This is an optimization exercise on Yosys and OpenROAD, whose aim is small area, not a production implementation. Only simulation tests tie the RTL to the original design; equivalence was not proved. Power figures rest on the tool's default switching activity, not on a simulated workload.

Setup of the reference run:
Design mem_responder, start of the top module:
module mem_responder #(
  parameter int                ADDR_W   = 8,
  parameter int                DATA_W   = 8,
  parameter int                DEPTH    = 256,
  parameter logic [DATA_W-1:0] INIT_VAL = DATA_W'(mem_responder_pkg::DEF_INIT_VAL),
  parameter logic [DATA_W-1:0] NOP_VAL  = DATA_W'(mem_responder_pkg::DEF_NOP_VAL)
) (
  input  logic              clk,
  input  logic              rst,
  input  logic [ADDR_W-1:0] addr_a,
  output logic [DATA_W-1:0] instr_out,
  input  logic [ADDR_W-1:0] addr_b,
  input  logic              we_b,
  input  logic [DATA_W-1:0] write_data_b,
  output logic [DATA_W-1:0] data_out_b,
  input  logic              load_en,
  input  logic              load_valid,
  input  logic [DATA_W-1:0] load_data,
  input  logic              load_last,
  output logic              load_ready,
  output logic              mem_ready,
  output logic [ADDR_W:0]   load_count
);
Size: about 7900 cells after synthesis, ~2100 flip-flops, roughly 65 I/O pins, about 76000 um^2 of cells after synthesis.
==> flow/config.mk <==
export PLATFORM = sky130hd
export DESIGN_NAME = mem_responder
export DESIGN_NICKNAME = mem_responder
export VERILOG_FILES = /design/flow/design.v
export SDC_FILE = /design/flow/constraint.sdc
export NUM_CORES = 4
export LEC_CHECK = 0
export CAP_MARGIN = 30
export CORE_MARGIN = 2
export CORE_UTILIZATION = 45
export SLEW_MARGIN = 30
export SYNTH_HIERARCHICAL = 1
export SYNTH_MINIMUM_KEEP_SIZE = 0
==> flow/constraint.sdc <==
create_clock -name core_clock -period 11.0 [get_ports {clk}]
set_input_delay 2.2000 -clock core_clock [delete_from_list [all_inputs] [get_ports {clk}]]
set_output_delay 2.2000 -clock core_clock [all_outputs]
set_load 0.01 [all_outputs]
standard.sh (not shown) runs the stock make flow with config.mk's settings and CLKGATE_MAP_FILE= SYNTH_SCRIPT=/design/flow/synth_recipe.tcl, a recipe that flattens the netlist after the stock synthesis.
==> flow/flow/run.sh <==
#!/bin/bash
# Own layout flow: the standard flow (standard.sh: the standard synthesis,
# floorplan, placement, CTS, routing) with two knobs changed:
#  - clock tree synthesis without dummy load cells, with small clock buffers
#    and larger sink clusters;
#  - the port buffers use the smallest buffer cell.
# Each tool's full output stays in orfs/logs; make's own output goes to
# standard.log in this folder.
set -euo pipefail
export CTS_ARGS="-sink_clustering_enable -repair_clock_nets -dont_use_dummy_load -buf_list sky130_fd_sc_hd__clkbuf_16 -root_buf sky130_fd_sc_hd__clkbuf_16 -sink_clustering_buffer sky130_fd_sc_hd__clkbuf_8 -sink_clustering_size 16 -sink_clustering_max_diameter 45"
export BUFFER_PORTS_ARGS="-buffer_cell sky130_fd_sc_hd__buf_1"
bash standard.sh > standard.log 2>&1
The reference run has completed all stages; timing, DRC and antenna checks passed.
> inputs changed (the reference run -> the trial run)
diff --git a/flow/flow/run.sh b/flow/flow/run.sh
--- a/flow/flow/run.sh
+++ b/flow/flow/run.sh
@@ -9,3 +9,3 @@
 set -euo pipefail
-export CTS_ARGS="-sink_clustering_enable -repair_clock_nets -dont_use_dummy_load -buf_list sky130_fd_sc_hd__clkbuf_16 -root_buf sky130_fd_sc_hd__clkbuf_16 -sink_clustering_buffer sky130_fd_sc_hd__clkbuf_8 -sink_clustering_size 16 -sink_clustering_max_diameter 45"
+export CTS_ARGS="-sink_clustering_enable -repair_clock_nets -dont_use_dummy_load -buf_list sky130_fd_sc_hd__clkbuf_16 -root_buf sky130_fd_sc_hd__clkbuf_16 -sink_clustering_buffer sky130_fd_sc_hd__clkbuf_4 -sink_clustering_size 10 -sink_clustering_max_diameter 35"
 export BUFFER_PORTS_ARGS="-buffer_cell sky130_fd_sc_hd__buf_1"
--- outcome ---
Relative to the reference run, the clock-pin slew reported for the worst setup and hold paths after clock tree synthesis of the trial run is higher by 20 ps. input port to output port as the type of the worst setup path was reported by the reference run, and flop to output port by the trial run. Summary of the trial run over the reference run: total power rose by 2.5%; clock group total power rose by about 7%. The reference run ended up with addr_b[1] as its launching element of the worst setup path; the trial run ended up with state_q[1]$_SDFFE_PN0P_. Lower total clock buffers created by CTS among the reference run and the trial run: the reference run. Looking at the reference run and the trial run, the combinational share of power is a wash. The met3 demand-to-capacity share in global routing in the trial run sits 0.68 points above the value recorded for the reference run. The reference run and the trial run ended up with nearly the same total area of multi-input combinational cells.

---

mem_responder again, from the RTL that the note above started with.
export LEC_CHECK = 0
export CAP_MARGIN = 20
export CORE_MARGIN = 2
export CORE_UTILIZATION = 45
export SLEW_MARGIN = 20
export SYNTH_HIERARCHICAL = 1
export SYNTH_MINIMUM_KEEP_SIZE = 0
create_clock -name core_clock -period 11.0 [get_ports {clk}]
==> flow/flow/run.sh <==
#!/bin/bash
# Own layout flow: the standard flow (standard.sh: the standard synthesis,
# floorplan, placement, CTS, routing) with two knobs changed:
#  - clock tree synthesis without dummy load cells, with small clock buffers
#    and larger sink clusters;
#  - the port buffers use the smallest buffer cell.
# Each tool's full output stays in orfs/logs; make's own output goes to
# standard.log in this folder.
set -euo pipefail
export CTS_ARGS="-sink_clustering_enable -repair_clock_nets -dont_use_dummy_load -buf_list sky130_fd_sc_hd__clkbuf_16 -root_buf sky130_fd_sc_hd__clkbuf_16 -sink_clustering_buffer sky130_fd_sc_hd__clkbuf_8 -sink_clustering_size 16 -sink_clustering_max_diameter 70"
export BUFFER_PORTS_ARGS="-buffer_cell sky130_fd_sc_hd__buf_1"
bash standard.sh > standard.log 2>&1
The baseline finished with timing, DRC and antenna clean.
Change:
--- a/flow/flow/run.sh
+++ b/flow/flow/run.sh
@@ -8,5 +8,5 @@
 # standard.log in this folder.
 set -euo pipefail
-export CTS_ARGS="-sink_clustering_enable -repair_clock_nets -dont_use_dummy_load -buf_list sky130_fd_sc_hd__clkbuf_16 -root_buf sky130_fd_sc_hd__clkbuf_16 -sink_clustering_buffer sky130_fd_sc_hd__clkbuf_8 -sink_clustering_size 16 -sink_clustering_max_diameter 70"
+export CTS_ARGS="-sink_clustering_enable -repair_clock_nets -dont_use_dummy_load -buf_list sky130_fd_sc_hd__clkbuf_16 -root_buf sky130_fd_sc_hd__clkbuf_16 -sink_clustering_buffer sky130_fd_sc_hd__clkbuf_8 -sink_clustering_size 16 -sink_clustering_max_diameter 45"
 export BUFFER_PORTS_ARGS="-buffer_cell sky130_fd_sc_hd__buf_1"
 bash standard.sh > standard.log 2>&1
Settings changed: CAP_MARGIN 20 to 10, CORE_UTILIZATION 45 to 50, SLEW_MARGIN 20 to 10.
Result: The new run finished but failed the layout checks on max-capacitance violations, max-slew violations. Setup slack improves by 0.087 ns. Power goes up by a few percent. Global-route usage goes up by 3.9 points.
Change:
--- a/flow/flow/run.sh
+++ b/flow/flow/run.sh
@@ -8,5 +8,5 @@
 # standard.log in this folder.
 set -euo pipefail
-export CTS_ARGS="-sink_clustering_enable -repair_clock_nets -dont_use_dummy_load -buf_list sky130_fd_sc_hd__clkbuf_16 -root_buf sky130_fd_sc_hd__clkbuf_16 -sink_clustering_buffer sky130_fd_sc_hd__clkbuf_8 -sink_clustering_size 16 -sink_clustering_max_diameter 45"
+export CTS_ARGS="-sink_clustering_enable -repair_clock_nets -dont_use_dummy_load -buf_list sky130_fd_sc_hd__clkbuf_8 -root_buf sky130_fd_sc_hd__clkbuf_16 -sink_clustering_buffer sky130_fd_sc_hd__clkbuf_8 -sink_clustering_size 16 -sink_clustering_max_diameter 70"
 export BUFFER_PORTS_ARGS="-buffer_cell sky130_fd_sc_hd__buf_1"
 bash standard.sh > standard.log 2>&1
Settings changed: CAP_MARGIN 10 to 30, CORE_UTILIZATION 50 to 45, SLEW_MARGIN 10 to 30.
Effect: The new run completed with no timing, DRC or antenna violations; maximum frequency is lower by a few percent; total power is lower by a few percent; final cell count is higher slightly; sequential cell count does not change; wire length is higher slightly; register-to-register slack degrades by 0.31 ns.

---

garnet:
Another version of the RTL of mem_responder (not shown whole).
Size in the first run: roughly 65 I/O pins.
clock: 11.0 ns
lec_check: 0
cap_margin: 20
core_margin: 2
core_utilization: 45
cts_buf_list: sky130_fd_sc_hd__clkbuf_4
slew_margin: 20
synth_hierarchical: 1
synth_minimum_keep_size: 0
run.sh (not shown) runs the stock make flow with config.mk's settings and CLKGATE_MAP_FILE= SYNTH_SCRIPT=/design/flow/synth_recipe.tcl, a recipe that flattens the netlist after the stock synthesis.
Stock flow here: none of the scripts above is used.
[inputs] ember vs garnet
Settings: CTS_BUF_LIST: sky130_fd_sc_hd__clkbuf_4 -> unset; CAP_MARGIN: 20 -> 40; SLEW_MARGIN: 20 -> 40.
Lower fraction of power spent switching nets was reported by ember, not garnet. Compared with garnet, in ember via count of the first global-routing pass down about 3.3%, maximum achievable frequency flat, area of the core flat, total non-filler cell area in the finished layout up about 1.4%. Clock buffer count from CTS down 63% in ember wrt garnet. ember vs. garnet: number of antenna cells inserted went down by 19. Summary — cell count, ember relative to garnet: lower, by 511. Reported for ember and garnet, share of async-settable or async-resettable flops after synthesis turned out identical to the last digit.

---

RTL: one of the versions met above, not the one the previous note started from.
Size: ~7,900 cells after synthesis, roughly 2,100 flip-flops, ~65 I/O pins, roughly 0.076 sq mm of cells after synthesis.
Settings: LEC_CHECK=0, CAP_MARGIN=30, CORE_MARGIN=2, CORE_UTILIZATION=45, GPL_TIMING_DRIVEN=0, SLEW_MARGIN=30, SYNTH_HIERARCHICAL=1, SYNTH_MINIMUM_KEEP_SIZE=0; clock period 11.0 ns.
standard.sh (not shown) runs the stock make flow with config.mk's settings and CLKGATE_MAP_FILE= SYNTH_SCRIPT=/design/flow/synth_recipe.tcl, a recipe that flattens the netlist after the stock synthesis.
==> flow/flow/run.sh <==
#!/bin/bash
# Own layout flow: the standard flow (standard.sh: the standard synthesis,
# floorplan, placement, CTS, routing) with two knobs changed:
#  - clock tree synthesis without dummy load cells, with small clock buffers
#    and larger sink clusters;
#  - the port buffers use the smallest buffer cell.
# Each tool's full output stays in orfs/logs; make's own output goes to
# standard.log in this folder.
set -euo pipefail
export CTS_ARGS="-sink_clustering_enable -repair_clock_nets -dont_use_dummy_load -buf_list sky130_fd_sc_hd__clkbuf_16 -root_buf sky130_fd_sc_hd__clkbuf_16 -sink_clustering_buffer sky130_fd_sc_hd__clkbuf_8 -sink_clustering_size 16 -sink_clustering_max_diameter 70"
export BUFFER_PORTS_ARGS="-buffer_cell sky130_fd_sc_hd__buf_1"
bash standard.sh > standard.log 2>&1
The first run passed the timing, DRC and antenna checks.
Rerun with:
--- a/flow/config.mk
+++ b/flow/config.mk
@@ -10,3 +10,3 @@
 export CORE_UTILIZATION = 45
-export GPL_TIMING_DRIVEN = 0
+export PLACE_DENSITY = 0.75
 export SLEW_MARGIN = 30
Effect:
- sequential share of layout area rises by 1.3 points
- die area does not change
- worst hold slack stays flat
- cell count falls by about 0.7%
- register-to-register slack gains 450 ps
- total power falls by 0.45%
- worst setup slack gains 620 ps
- final area falls by 2.7%
Rerun with:
--- a/flow/config.mk
+++ b/flow/config.mk
@@ -9,4 +9,4 @@
 export CORE_MARGIN = 2
-export CORE_UTILIZATION = 45
-export PLACE_DENSITY = 0.75
+export CORE_UTILIZATION = 52
+export GPL_TIMING_DRIVEN = 0
 export SLEW_MARGIN = 30
=> The new run passed the timing, DRC and antenna checks. Fmax shrinks by about 2.6%. Worst hold slack barely changes. Wire length falls by about 2.2%. Setup slack is worse by 260 ps.
Rerun with:
--- a/flow/config.mk
+++ b/flow/config.mk
@@ -9,4 +9,3 @@
 export CORE_MARGIN = 2
-export CORE_UTILIZATION = 52
-export GPL_TIMING_DRIVEN = 0
+export CORE_UTILIZATION = 45
 export SLEW_MARGIN = 30
Result: The new run passed the timing, DRC and antenna checks; worst hold slack is about the same; clock-buffer cell count grows by 3; final area shrinks by 2.3%; setup slack improved by 220 ps; routed wire length grows by 4.6%; synthesized cell count does not change; via count grows by 0.43%.
Rerun with:
==> flow/run.sh (new file) <==
#!/bin/bash
# synth_recipe.tcl (not shown) runs the flow's synth.tcl, then flattens the netlist and writes it again
# the make line also repeats each setting of config.mk as NAME=value (left out here)
make -C /OpenROAD-flow-scripts/flow DESIGN_CONFIG=/design/flow/config.mk WORK_HOME=/design/flow/orfs CLKGATE_MAP_FILE= SYNTH_SCRIPT=/design/flow/synth_recipe.tcl finish
--- a/flow/config.mk
+++ b/flow/config.mk
@@ -7,6 +7,9 @@
 export LEC_CHECK = 0
-export CAP_MARGIN = 30
+export CAP_MARGIN = 10
 export CORE_MARGIN = 2
-export CORE_UTILIZATION = 45
-export SLEW_MARGIN = 30
+export CORE_UTILIZATION = 50
+export CTS_BUF_LIST = sky130_fd_sc_hd__clkbuf_8
+export CTS_CLUSTER_DIAMETER = 45
+export CTS_CLUSTER_SIZE = 16
+export SLEW_MARGIN = 10
 export SYNTH_HIERARCHICAL = 1
removed: flow/flow/run.sh
removed: flow/standard.sh
Result: Area after synthesis stays the same. Cell area climbs by 3.1%. Utilization climbs by 7.3 points. Final cell count climbs by 0.63%. Total power climbs by about 13%. Worst setup slack is worse by 890 ps. Sequential power barely changes. Clock power climbs by about 40%. Routed wire length climbs by 1.3%. Fmax drops by 8.3%.

## afterwards: timing with drivers on the ports
How much do the figures lean on ideal ports? The routed layouts below were timed once more, with nothing changed but the port constraints. Step 1 sets driving cells, clkbuf_16 on the clock port and buf_2 on the other inputs (assumed; they add their load-dependent delay and slew). Step 2 also shifts input and output timing later by t, the mid clock arrival at the registers, as if the neighbouring blocks saw the same clock. a / b / c = ideal ports / drivers / drivers and shift; a / b = the first two.
run | shift t [ns] | setup slack, ns | worst setup path at the end | latest minus earliest clock arrival (ns) | cell pins on the clock port's net
the reference run | 0.887 | 1.082 / 1.006 / 1.058 | input to output | 0.077 / 0.077 | 1
the trial run | 0.972 | 1.137 / 1.053 / 1.172 | input to output | 0.089 / 0.088 | 1
the first run of note 2 | 0.876 | 1.171 / 1.091 / 1.142 | input to output | 0.074 / 0.074 | 1
the second run of note 2 | 0.871 | 1.258 / 1.230 / 1.230 | input to output | 0.087 / 0.087 | 1
the third run of note 2 | 0.869 | 0.981 / 0.951 / 0.959 | input to output | 0.105 / 0.105 | 1
garnet | 1.512 | 1.250 / 1.225 / 1.225 | input to output | 0.086 / 0.086 | 1
ember | 0.974 | 1.257 / 1.233 / 1.233 | input to output | 0.035 / 0.035 | 1
the first run of note 4 | 0.869 | 0.530 / 0.438 / 1.259 | input to output | 0.089 / 0.090 | 1
the second run of note 4 | 0.833 | 1.154 / 1.071 / 1.177 | input to output | 0.102 / 0.102 | 1
the third run of note 4 | 0.843 | 0.890 / 0.809 / 0.975 | input to output | 0.059 / 0.059 | 1
the fourth run of note 4 | 0.872 | 1.109 / 1.073 / 1.086 | input to output | 0.083 / 0.082 | 1
the fifth run of note 4 | 1.063 | 0.214 / 0.184 / 0.184 | input to output | 0.056 / 0.055 | 1
For the fifth run of note 4, which loses most, drivers alone change the setup slack by -0.030 ns; drivers and shift together by -0.030 ns.
